Context: an optimization exercise on an open-source flow, tuned for small area, a short achievable clock period and few clock cycles. The choices shown serve that exercise and are no tape-out recipe. Where RTL was checked, it was by simulation tests only, not by an equivalence proof against the original. Power and IR drop assume default switching activity.

==> run a: inputs <==
// acl_access_check_engine
module acl_access_check_engine #(
  parameter int ENTRY_DEPTH = 32,
  parameter int GROUP_DEPTH = 16,
  parameter int ID_BITS     = 16
) (
  input  logic        clk_i,
  input  logic        rst_ni,
  input  logic        cfg_we_i,
  input  logic [2:0]  cfg_idx_i,
  input  logic [15:0] cfg_wdata_i,
  input  logic        req_valid_i,
  output logic        req_ready_o,
  input  logic [2:0]  req_mode_i,
  input  logic [15:0] req_sid_i,
  input  logic [6:0]  req_rights_i,
  input  logic        req_is_deny_i,
  input  logic        req_inherited_i,
  input  logic        req_keep_inherited_i,
  output logic        rsp_valid_o,
  input  logic        rsp_ready_i,
  output logic [1:0]  rsp_status_o,
  output logic        rsp_access_granted_o,
  output logic [2:0]  rsp_decision_reason_o,
  output logic [6:0]  rsp_granted_rights_o,
  output logic [6:0]  rsp_missing_rights_o,
  output logic [5:0]  rsp_deciding_entry_o
);
make LEC_CHECK=0 CAP_MARGIN=20 CORE_MARGIN=2 CORE_UTILIZATION=40 PLACE_DENSITY=0.62 SETUP_SLACK_MARGIN=0.6 SLEW_MARGIN=20 finish   # period 5.0 ns
run.sh (not shown) runs the stock make flow with config.mk's settings and CLKGATE_MAP_FILE= SYNTH_SCRIPT=/design/flow/synth_recipe.tcl, a recipe that flattens the netlist after the stock synthesis.
==> run b: changes against run a <==
--- a/flow/design.v
+++ b/flow/design.v
@@ -218,30 +218,28 @@
       if (wr) g_do[g] <= 1'b0;
       else if (g_mark && gm[g]) g_do[g] <= 1'b1;
     end
   end
   logic [6:0]  F;
   logic        any_v, all_v;
   logic [NE-1:0] hit;
-  logic [NE*7-1:0] a0, a1, c0, c1;
-  logic [6:0]  T0;
+  logic [NE*7-1:0] a0, a1, c0, c1, P, miss;
+  logic [6:0]  T0, T1;
   logic [NE*2-1:0] seg;
   assign F     = WRITE_KIND | (nru_q ? READ_EXEC : 7'd0);
   assign any_v = |v;
   assign all_v = &v;
   logic [NE*7-1:0] aa;
-  logic [NE-1:0] af;
-  assign af = af0 | af1;
   logic [6:0] Tall;
   always_comb begin
     Tall = 7'd0;
     for (int i = 0; i < NE; i++) begin
       aa[i*7 +: 7] = af[i] ? e_rt[i*7 +: 7] : 7'd0;
-      a0[i*7 +: 7] = af0[i] ? e_rt[i*7 +: 7] : 7'd0;
-      a1[i*7 +: 7] = af1[i] ? e_rt[i*7 +: 7] : 7'd0;
+      a0[i*7 +: 7] = (af[i] && !e_k[i]) ? e_rt[i*7 +: 7] : 7'd0;
+      a1[i*7 +: 7] = (af[i] &&  e_k[i]) ? e_rt[i*7 +: 7] : 7'd0;
       Tall = Tall | aa[i*7 +: 7];
     end
   end
   always_comb begin : b_chain
     logic [NE*7-1:0] p0, p1;
     for (int i = 0; i < NE; i++) begin
       p0[i*7 +: 7] = a0[(NE-1-i)*7 +: 7];
@@ -254,33 +252,33 @@
           p1[i*7 +: 7] = p1[i*7 +: 7] | p1[(((i >> (l+1)) << (l+1)) + (1 << l) - 1)*7 +: 7];
         end
     for (int i = 0; i < NE; i++) begin
       c0[i*7 +: 7] = (i == NE-1) ? 7'd0 : p0[(NE-2-i)*7 +: 7];
       c1[i*7 +: 7] = (i == NE-1) ? 7'd0 : p1[(NE-2-i)*7 +: 7];
     end
   end
-  always_comb begin
-    T0 = 7'd0;
-    for (int i = 0; i < NE; i++) T0 = T0 | a0[i*7 +: 7];
-  end
-  logic [NE*7-1:0] Pd, Pa;
+  assign T0 = c0[0 +: 7] | a0[0 +: 7];
+  assign T1 = c1[0 +: 7] | a1[0 +: 7];
   always_comb begin
     for (int i = 0; i < NE; i++) begin
-      Pd[i*7 +: 7] = e_k[i] ? T0 : (smode_q ? 7'd0 : c0[i*7 +: 7]);
-      Pa[i*7 +: 7] = e_k[i] ? (T0 | c1[i*7 +: 7]) : c0[i*7 +: 7];
+      if (!smode_q) P[i*7 +: 7] = c0[i*7 +: 7];
+      else if (!e_k[i]) P[i*7 +: 7] = e_dn[i] ? 7'd0 : c0[i*7 +: 7];
+      else P[i*7 +: 7] = T0 | (e_dn[i] ? 7'd0 : c1[i*7 +: 7]);
       seg[i*2 +: 2] = {e_k[i], e_s[i]};
     end
   end
   logic [6:0] K, Rp1;
   assign K   = (priv_q ? TAKE_OWNER : 7'd0) | (pk ? OWNER_IMPLICIT : 7'd0);
   assign Rp1 = a_rt & ~K;
   always_comb begin
-    for (int i = 0; i < NE; i++)
-      hit[i] = (dap[i] && ((e_rt[i*7 +: 7] & Rp1 & ~Pd[i*7 +: 7]) != 7'd0)) ||
-               (af[i] && ((~Rp1 | e_rt[i*7 +: 7] | Pa[i*7 +: 7]) == 7'h7F));
+    for (int i = 0; i < NE; i++) begin
+      miss[i*7 +: 7] = e_rt[i*7 +: 7] & Rp1 & ~P[i*7 +: 7];
+      hit[i] = (dap[i] && (miss[i*7 +: 7] != 7'd0)) ||
+               (af[i] && ((Rp1 & ~P[i*7 +: 7] & ~e_rt[i*7 +: 7]) == 7'd0));
+    end
   end
   logic [1:0] st1;                 
   logic [2:0] kind1;               
   logic [6:0] G01;
   assign G01 = a_rt & K;
   always_comb begin
     st1 = 2'd0;
@@ -348,15 +346,15 @@
       end
     end
   end
   logic          p3_v, p3_ddn, p3_any;
   logic [2:0]    p3_kind;
   logic [1:0]    p3_st;
   logic [6:0]    p3_g0, p3_rp, p3_ta, p3_drt, p3_dp;
-  logic [8*3-1:0] p3_nib;         
+  logic [NE-1:0] p3_bef;
   logic [6:0]  R3, G3, Gend3;
   logic        ix3;
   logic [19:0] rsp3;               
   assign R3    = p3_g0 | p3_rp;
   assign G3    = p3_g0 | (R3 & p3_dp);
   assign Gend3 = p3_g0 | (R3 & p3_ta);
   always_comb begin
@@ -373,33 +371,30 @@
         if (!p3_any)     rsp3 = {2'd0, 1'b0, 3'd7, Gend3, R3 & ~Gend3};
         else if (p3_ddn) rsp3 = {2'd0, 1'b0, 3'd5, G3, p3_drt & p3_rp & ~p3_dp};
         else             rsp3 = {2'd0, 1'b1, 3'd6, R3, 7'd0};
       end
     endcase
   end
   logic [5:0] idx;
-  logic [8*3-1:0] nib;
-  always_comb begin : b_nib
-    for (int i = 0; i < 8; i++) begin
-      logic [3:0] b;
-      b = bef[4*i +: 4];
-      nib[i*3+2] = &b;
-      nib[i*3+1] = ((b[0] ^ b[1]) && (b[2] ^ b[3])) || ((b[0] && b[1]) ^ (b[2] && b[3]));
-      nib[i*3+0] = ^b;
-    end
-  end
   always_comb begin : b_count
+    logic [8*3-1:0] n;
     logic [4*4-1:0] s3;
     logic [2*5-1:0] s4;
-    for (int i = 0; i < 4; i++)
-      s3[i*4 +: 4] = {1'b0, p3_nib[2*i*3 +: 3]} + {1'b0, p3_nib[(2*i+1)*3 +: 3]};
+    for (int i = 0; i < 8; i++) begin
+      logic [3:0] b;
+      b = p3_bef[4*i +: 4];
+      n[i*3+2] = &b;
+      n[i*3+1] = ((b[0] ^ b[1]) && (b[2] ^ b[3])) || ((b[0] && b[1]) ^ (b[2] && b[3]));
+      n[i*3+0] = ^b;
+    end
+    for (int i = 0; i < 4; i++)  s3[i*4 +: 4] = {1'b0, n[2*i*3 +: 3]} + {1'b0, n[(2*i+1)*3 +: 3]};
     for (int i = 0; i < 2; i++)  s4[i*5 +: 5] = {1'b0, s3[2*i*4 +: 4]} + {1'b0, s3[(2*i+1)*4 +: 4]};
     idx = {1'b0, s4[0 +: 5]} + {1'b0, s4[5 +: 5]};
   end
-  logic uo_n, gown_n;
+  logic uo_n, gown_n, own_n;
   always_comb begin
     uo_n = uo_q;
     gown_n = gown_q;
     if (pend_q) begin
       uo_n   = xu;
       gown_n = x_ndo;
     end else if (fsm_q == F_RUN && exec) begin
@@ -407,55 +402,60 @@
         MODE_CLEAR:     gown_n = 1'b0;
         MODE_ADD_GROUP: if (!gv[NG-1] && xo) gown_n = 1'b1;
         MODE_MARK:      if (xo) gown_n = 1'b0;
         default: ;
       endcase
     end
   end
-  logic [NE-1:0] af0, af1, dap, af_n, dap_n;
-  logic pk, pk_n, own, chg, mod_q;
-  assign own = uo_q || gown_q;
+  assign own_n = uo_n || gown_n;
+  logic [NE-1:0] af, dap, nx_v, nx_dn, nx_o1, af_n, dap_n;
+  logic [NE*2-1:0] nx_cat;
+  logic pk, pk_n;
   always_comb begin
     for (int i = 0; i < NE; i++) begin
-      af_n[i]  = v[i] && !e_dn[i] && ((e_cat[i*2 +: 2] == C_FULL) ||
-                 ((e_cat[i*2 +: 2] == C_OWN) && own));
-      dap_n[i] = v[i] && e_dn[i] && ((e_cat[i*2 +: 2] == C_FULL) || (e_cat[i*2 +: 2] == C_DO) ||
-                 ((e_cat[i*2 +: 2] == C_OWN) && own));
+      if (sh[i]) begin
+        nx_v[i]  = (i == 0) ? v0 : v[(i == 0) ? 0 : i-1];
+        nx_dn[i] = (i == 0) ? n_dn0 : e_dn[(i == 0) ? 0 : i-1];
+        nx_o1[i] = (i == 0) ? n_o1 : e_o1[(i == 0) ? 0 : i-1];
+        nx_cat[i*2 +: 2] = (i == 0) ? n_cat : e_cat[((i == 0) ? 0 : i-1)*2 +: 2];
+      end else begin
+        nx_v[i]  = v[i] && !do_clear && !(do_cut && e_ih[i] && !a_keep);
+        nx_dn[i] = e_dn[i];
+        nx_o1[i] = e_o1[i];
+        nx_cat[i*2 +: 2] = e_cat[i*2 +: 2];
+      end
+      af_n[i]  = nx_v[i] && !nx_dn[i] && ((nx_cat[i*2 +: 2] == C_FULL) ||
+                 ((nx_cat[i*2 +: 2] == C_OWN) && own_n));
+      dap_n[i] = nx_v[i] && nx_dn[i] && ((nx_cat[i*2 +: 2] == C_FULL) || (nx_cat[i*2 +: 2] == C_DO) ||
+                 ((nx_cat[i*2 +: 2] == C_OWN) && own_n));
     end
-    pk_n = own && !(|(v & e_o1));
+    pk_n = own_n && !(|(nx_v & nx_o1));
   end
   always_ff @(posedge clk_i or negedge rst_ni) begin
     if (!rst_ni) begin
-      af0   <= '0;
-      af1   <= '0;
-      dap   <= '0;
-      pk    <= 1'b1;
-      mod_q <= 1'b0;
+      af  <= '0;
+      dap <= '0;
+      pk  <= 1'b1;
     end else begin
-      af0   <= af_n & ~e_k;
-      af1   <= af_n & e_k;
-      dap   <= dap_n;
-      pk    <= pk_n;
-      mod_q <= chg;
+      af  <= af_n;
+      dap <= dap_n;
+      pk  <= pk_n;
     end
   end
-  logic need_sweep, need_mat, need_fresh;
+  logic need_sweep, need_mat;
   assign need_sweep = (a_mode == MODE_EVAL) && stale_q;
-  assign need_fresh = (a_mode == MODE_EVAL) && mod_q;
   assign need_mat   = smode_q && ((a_mode == MODE_SORT) || ((a_mode == MODE_ADD_ENTRY) && a_dn));
-  logic stall, o_v;
+  logic o_v, stall, a2_v;
   logic [25:0] o_q;
   assign stall  = o_v && !rsp_ready_i;
   assign busy   = (fsm_q != F_RUN) || pend_q;
   logic fsm_go;
   assign fsm_go = !(p2_v && stall);
-  assign exec   = a_v && !busy && !stall && !need_sweep && !need_mat && !need_fresh;
-  assign req_ready_o = !a_v || (!busy && !stall && !need_sweep && !need_mat && !need_fresh);
-  assign chg = ins || rot || do_clear || do_cut || do_sort || do_kzero || pend_q ||
-               g_add || g_mark;
+  assign exec   = a_v && !busy && !stall && !need_sweep && !need_mat;
+  assign req_ready_o = !a2_v;
   assign in_acc = req_valid_i && req_ready_o;
   logic c_v, h_le;
   assign c_v  = v[NE-1];
   assign h_le = {h_k, !h_dn} <= {e_k[NE-1], !e_dn[NE-1]};
   always_comb begin
     ins = 1'b0; rot = 1'b0; src0 = 2'd0; v0 = 1'b1; k0 = smode_q;
     do_clear = 1'b0; do_cut = 1'b0; do_sort = 1'b0; do_kzero = 1'b0;
@@ -578,28 +578,43 @@
       h_ih <= e_ih[NE-1];
       h_k  <= e_k[NE-1];
       h_s  <= e_s[NE-1];
       h_cat <= e_cat[(NE-1)*2 +: 2];
       h_o1 <= e_o1[NE-1];
     end
   end
+  logic [28:0] a2_q;
   always_ff @(posedge clk_i or negedge rst_ni) begin
-    if (!rst_ni) a_v <= 1'b0;
-    else if (in_acc) a_v <= 1'b1;
-    else if (exec) a_v <= 1'b0;
+    if (!rst_ni) begin
+      a_v  <= 1'b0;
+      a2_v <= 1'b0;
+    end else begin
+      if (!a_v || exec) begin
+        a_v  <= a2_v || in_acc;
+        a2_v <= 1'b0;
+      end else if (in_acc) begin
+        a2_v <= 1'b1;
+      end
+    end
   end
   always_ff @(posedge clk_i) begin
-    if (in_acc) begin
-      a_mode <= req_mode_i;
-      a_sid  <= req_sid_i;
-      a_rt   <= req_rights_i;
-      a_dn   <= req_is_deny_i;
-      a_ih   <= req_inherited_i;
-      a_keep <= req_keep_inherited_i;
+    if (!a_v || exec) begin
+      if (a2_v) {a_mode, a_sid, a_rt, a_dn, a_ih, a_keep} <= a2_q;
+      else if (in_acc) begin
+        a_mode <= req_mode_i;
+        a_sid  <= req_sid_i;
+        a_rt   <= req_rights_i;
+        a_dn   <= req_is_deny_i;
+        a_ih   <= req_inherited_i;
+        a_keep <= req_keep_inherited_i;
+      end
     end
+    if (in_acc && a_v && !exec)
+      a2_q <= {req_mode_i, req_sid_i, req_rights_i, req_is_deny_i, req_inherited_i,
+               req_keep_inherited_i};
   end
   always_ff @(posedge clk_i or negedge rst_ni) begin
     if (!rst_ni) begin
       p2_v <= 1'b0;
       p3_v <= 1'b0;
       o_v  <= 1'b0;
     end else if (!stall) begin
@@ -620,15 +635,15 @@
       p3_g0  <= p2_g0;
       p3_rp  <= p2_rp;
       p3_ta  <= Tall;
       p3_drt <= drt;
       p3_dp  <= dP;
       p3_ddn <= d_dn;
       p3_any <= |p2_hit;
-      p3_nib <= nib;
+      p3_bef <= bef;
       o_q    <= {rsp3, ix3 ? idx : 6'd32};
     end
   end
   assign rsp_valid_o           = o_v;
   assign rsp_status_o          = o_q[25:24];
   assign rsp_access_granted_o  = o_q[23];
   assign rsp_decision_reason_o = o_q[22:20];
CORE_UTILIZATION = 55   (was 40)
GPL_TIMING_DRIVEN = 1   (was not set)
PLACE_DENSITY = 0.7   (was 0.62)
SETUP_SLACK_MARGIN = 0.2   (was 0.6)
==> run c: changes against run a <==
--- a/flow/design.v
+++ b/flow/design.v
@@ -218,16 +218,16 @@
       if (wr) g_do[g] <= 1'b0;
       else if (g_mark && gm[g]) g_do[g] <= 1'b1;
     end
   end
   logic [6:0]  F;
   logic        any_v, all_v;
   logic [NE-1:0] hit;
-  logic [NE*7-1:0] a0, a1, c0, c1;
-  logic [6:0]  T0;
+  logic [NE*7-1:0] a0, a1, c0, c1, P, miss;
+  logic [6:0]  T0, T1;
   logic [NE*2-1:0] seg;
   assign F     = WRITE_KIND | (nru_q ? READ_EXEC : 7'd0);
   assign any_v = |v;
   assign all_v = &v;
   logic [NE*7-1:0] aa;
   logic [NE-1:0] af;
   assign af = af0 | af1;
@@ -254,33 +254,33 @@
           p1[i*7 +: 7] = p1[i*7 +: 7] | p1[(((i >> (l+1)) << (l+1)) + (1 << l) - 1)*7 +: 7];
         end
     for (int i = 0; i < NE; i++) begin
       c0[i*7 +: 7] = (i == NE-1) ? 7'd0 : p0[(NE-2-i)*7 +: 7];
       c1[i*7 +: 7] = (i == NE-1) ? 7'd0 : p1[(NE-2-i)*7 +: 7];
     end
   end
-  always_comb begin
-    T0 = 7'd0;
-    for (int i = 0; i < NE; i++) T0 = T0 | a0[i*7 +: 7];
-  end
-  logic [NE*7-1:0] Pd, Pa;
+  assign T0 = c0[0 +: 7] | a0[0 +: 7];
+  assign T1 = c1[0 +: 7] | a1[0 +: 7];
   always_comb begin
     for (int i = 0; i < NE; i++) begin
-      Pd[i*7 +: 7] = e_k[i] ? T0 : (smode_q ? 7'd0 : c0[i*7 +: 7]);
-      Pa[i*7 +: 7] = e_k[i] ? (T0 | c1[i*7 +: 7]) : c0[i*7 +: 7];
+      if (!smode_q) P[i*7 +: 7] = c0[i*7 +: 7];
+      else if (!e_k[i]) P[i*7 +: 7] = e_dn[i] ? 7'd0 : c0[i*7 +: 7];
+      else P[i*7 +: 7] = T0 | (e_dn[i] ? 7'd0 : c1[i*7 +: 7]);
       seg[i*2 +: 2] = {e_k[i], e_s[i]};
     end
   end
   logic [6:0] K, Rp1;
   assign K   = (priv_q ? TAKE_OWNER : 7'd0) | (pk ? OWNER_IMPLICIT : 7'd0);
   assign Rp1 = a_rt & ~K;
   always_comb begin
-    for (int i = 0; i < NE; i++)
-      hit[i] = (dap[i] && ((e_rt[i*7 +: 7] & Rp1 & ~Pd[i*7 +: 7]) != 7'd0)) ||
-               (af[i] && ((~Rp1 | e_rt[i*7 +: 7] | Pa[i*7 +: 7]) == 7'h7F));
+    for (int i = 0; i < NE; i++) begin
+      miss[i*7 +: 7] = e_rt[i*7 +: 7] & Rp1 & ~P[i*7 +: 7];
+      hit[i] = (dap[i] && (miss[i*7 +: 7] != 7'd0)) ||
+               (af[i] && ((Rp1 & ~P[i*7 +: 7] & ~e_rt[i*7 +: 7]) == 7'd0));
+    end
   end
   logic [1:0] st1;                 
   logic [2:0] kind1;               
   logic [6:0] G01;
   assign G01 = a_rt & K;
   always_comb begin
     st1 = 2'd0;
@@ -391,15 +391,15 @@
     logic [4*4-1:0] s3;
     logic [2*5-1:0] s4;
     for (int i = 0; i < 4; i++)
       s3[i*4 +: 4] = {1'b0, p3_nib[2*i*3 +: 3]} + {1'b0, p3_nib[(2*i+1)*3 +: 3]};
     for (int i = 0; i < 2; i++)  s4[i*5 +: 5] = {1'b0, s3[2*i*4 +: 4]} + {1'b0, s3[(2*i+1)*4 +: 4]};
     idx = {1'b0, s4[0 +: 5]} + {1'b0, s4[5 +: 5]};
   end
-  logic uo_n, gown_n;
+  logic uo_n, gown_n, own_n;
   always_comb begin
     uo_n = uo_q;
     gown_n = gown_q;
     if (pend_q) begin
       uo_n   = xu;
       gown_n = x_ndo;
     end else if (fsm_q == F_RUN && exec) begin
@@ -407,55 +407,64 @@
         MODE_CLEAR:     gown_n = 1'b0;
         MODE_ADD_GROUP: if (!gv[NG-1] && xo) gown_n = 1'b1;
         MODE_MARK:      if (xo) gown_n = 1'b0;
         default: ;
       endcase
     end
   end
-  logic [NE-1:0] af0, af1, dap, af_n, dap_n;
-  logic pk, pk_n, own, chg, mod_q;
-  assign own = uo_q || gown_q;
-  always_comb begin
-    for (int i = 0; i < NE; i++) begin
-      af_n[i]  = v[i] && !e_dn[i] && ((e_cat[i*2 +: 2] == C_FULL) ||
-                 ((e_cat[i*2 +: 2] == C_OWN) && own));
-      dap_n[i] = v[i] && e_dn[i] && ((e_cat[i*2 +: 2] == C_FULL) || (e_cat[i*2 +: 2] == C_DO) ||
-                 ((e_cat[i*2 +: 2] == C_OWN) && own));
+  assign own_n = uo_n || gown_n;
+  logic [NE-1:0] af0, af1, dap, nx_v, nx_dn, nx_o1, nx_k, af_n, dap_n;
+  logic [NE*2-1:0] nx_cat;
+  logic pk, pk_n;
+  always_comb begin
+    for (int i = 0; i < NE; i++) begin
+      if (sh[i]) begin
+        nx_v[i]  = (i == 0) ? v0 : v[(i == 0) ? 0 : i-1];
+        nx_dn[i] = (i == 0) ? n_dn0 : e_dn[(i == 0) ? 0 : i-1];
+        nx_o1[i] = (i == 0) ? n_o1 : e_o1[(i == 0) ? 0 : i-1];
+        nx_k[i]  = !do_kzero && ((i == 0) ? n_k : e_k[(i == 0) ? 0 : i-1]);
+        nx_cat[i*2 +: 2] = (i == 0) ? n_cat : e_cat[((i == 0) ? 0 : i-1)*2 +: 2];
+      end else begin
+        nx_v[i]  = v[i] && !do_clear && !(do_cut && e_ih[i] && !a_keep);
+        nx_dn[i] = e_dn[i];
+        nx_o1[i] = e_o1[i];
+        nx_k[i]  = !do_kzero && (do_sort ? e_ih[i] : e_k[i]);
+        nx_cat[i*2 +: 2] = e_cat[i*2 +: 2];
+      end
+      af_n[i]  = nx_v[i] && !nx_dn[i] && ((nx_cat[i*2 +: 2] == C_FULL) ||
+                 ((nx_cat[i*2 +: 2] == C_OWN) && own_n));
+      dap_n[i] = nx_v[i] && nx_dn[i] && ((nx_cat[i*2 +: 2] == C_FULL) || (nx_cat[i*2 +: 2] == C_DO) ||
+                 ((nx_cat[i*2 +: 2] == C_OWN) && own_n));
     end
-    pk_n = own && !(|(v & e_o1));
+    pk_n = own_n && !(|(nx_v & nx_o1));
   end
   always_ff @(posedge clk_i or negedge rst_ni) begin
     if (!rst_ni) begin
-      af0   <= '0;
-      af1   <= '0;
-      dap   <= '0;
-      pk    <= 1'b1;
-      mod_q <= 1'b0;
+      af0 <= '0;
+      af1 <= '0;
+      dap <= '0;
+      pk  <= 1'b1;
     end else begin
-      af0   <= af_n & ~e_k;
-      af1   <= af_n & e_k;
-      dap   <= dap_n;
-      pk    <= pk_n;
-      mod_q <= chg;
+      af0 <= af_n & ~nx_k;
+      af1 <= af_n & nx_k;
+      dap <= dap_n;
+      pk  <= pk_n;
     end
   end
-  logic need_sweep, need_mat, need_fresh;
+  logic need_sweep, need_mat;
   assign need_sweep = (a_mode == MODE_EVAL) && stale_q;
-  assign need_fresh = (a_mode == MODE_EVAL) && mod_q;
   assign need_mat   = smode_q && ((a_mode == MODE_SORT) || ((a_mode == MODE_ADD_ENTRY) && a_dn));
   logic stall, o_v;
   logic [25:0] o_q;
   assign stall  = o_v && !rsp_ready_i;
   assign busy   = (fsm_q != F_RUN) || pend_q;
   logic fsm_go;
   assign fsm_go = !(p2_v && stall);
-  assign exec   = a_v && !busy && !stall && !need_sweep && !need_mat && !need_fresh;
-  assign req_ready_o = !a_v || (!busy && !stall && !need_sweep && !need_mat && !need_fresh);
-  assign chg = ins || rot || do_clear || do_cut || do_sort || do_kzero || pend_q ||
-               g_add || g_mark;
+  assign exec   = a_v && !busy && !stall && !need_sweep && !need_mat;
+  assign req_ready_o = !a_v || (!busy && !stall && !need_sweep && !need_mat);
   assign in_acc = req_valid_i && req_ready_o;
   logic c_v, h_le;
   assign c_v  = v[NE-1];
   assign h_le = {h_k, !h_dn} <= {e_k[NE-1], !e_dn[NE-1]};
   always_comb begin
     ins = 1'b0; rot = 1'b0; src0 = 2'd0; v0 = 1'b1; k0 = smode_q;
     do_clear = 1'b0; do_cut = 1'b0; do_sort = 1'b0; do_kzero = 1'b0;
CORE_UTILIZATION = 30   (was 40)
PLACE_DENSITY = 0.55   (was 0.62)
SETUP_SLACK_MARGIN = 0.1   (was 0.6)
==> notes <==
Run a finished with timing, DRC and antenna clean. Run c finished but failed the layout checks on negative setup slack. Run b aborted during 5_1_grt (GRT-0116). Against run a, the sequential power of run c is lower by about 5%. In run a the power is lower than in run c, by 7.1%. Between run a and run c, the lower maximum frequency is in run c (gap 14%, measured against run c). Against run a, the worst setup slack of run c is worse by 0.62 ns. Sequential cell count: run c is lower than run a (1). Of run c and run a, run c has the higher non-clock buffer count (gap 545). Between run c and run a, the lower utilization is in run c (gap 11 points). Of run a and run c, run c has the higher via count (gap about 12%, measured against run c).
==> figures <==
quantity	run b	run a	run c
Highest clock frequency the design can meet	-	222 MHz	195 MHz
Power consumption	-	87.5 mW	94.2 mW
Initial standard-cell utilization of the core	0.554	0.402	0.302
Count of placed standard cells including taps	11300	10800	13400
Sequential standard cell area	-	47100 um2	45700 um2
Leakage power	-	38.5 nW	43.8 nW
Die area	-	207000 um2	288000 um2
CP max stage cell	-	a221oi_2	a222oi_1
ANT cells	-	49	39
Hold violation count in the final report	-	0	0
Run status	stopped before the end	no timing/DRC/antenna violations	finished with violations
Last stage reached	5_1_grt	-	-
Violated checks	-	-	negative setup slack
Maximum count of clock buffers along a single path	3	3	4
Worst path setup slack after routing	-	0.492 ns	-0.128 ns
Power of the clock network	-	13.8 mW	14.7 mW
Sequential portion of the cell area	-	0.465	0.410
Combined area of the multi-input logic cells	-	32500 um2	36900 um2
Number of buffers added by the clock tree synthesis step	165	179	192
Testbench counts of run a, summed over its fixed seeds: cycles 42,443.
Testbench counts of run c, summed over its fixed seeds: cycles 40,850.
For run b, only the layout was checked, not whether the RTL still works.

## separate check: timing with driven ports
No port has a modelled driver above. Below, the same layouts with a new extraction and two added sets of constraints.
Step 1 sets driving cells, clkbuf_16 on the clock port and buf_2 on the other inputs (assumed; they add their load-dependent delay and slew).
Step 2 times the ports against the registers' clock, not the clock port: input delays grow and output delays shrink by t, the midpoint of the rising clock arrivals with the driver on.
a / b / c = ideal / step 1 / step 2; a / b = the first two.
run	t (ns)	setup WS [ns]	hold slack, ns	worst setup path after step 2	clock arrival spread, ns
run a	0.945	0.492 / 0.492 / 0.152	0.068 / 0.027 / 0.403	input to register	0.061 / 0.061
run c	1.002	-0.128 / -0.128 / -0.128	0.038 / -0.023 / 0.396	register to register	0.084 / 0.084
The setup slack of run a, which loses most, moves by 0.000 ns with the drivers and by -0.340 ns with both steps.
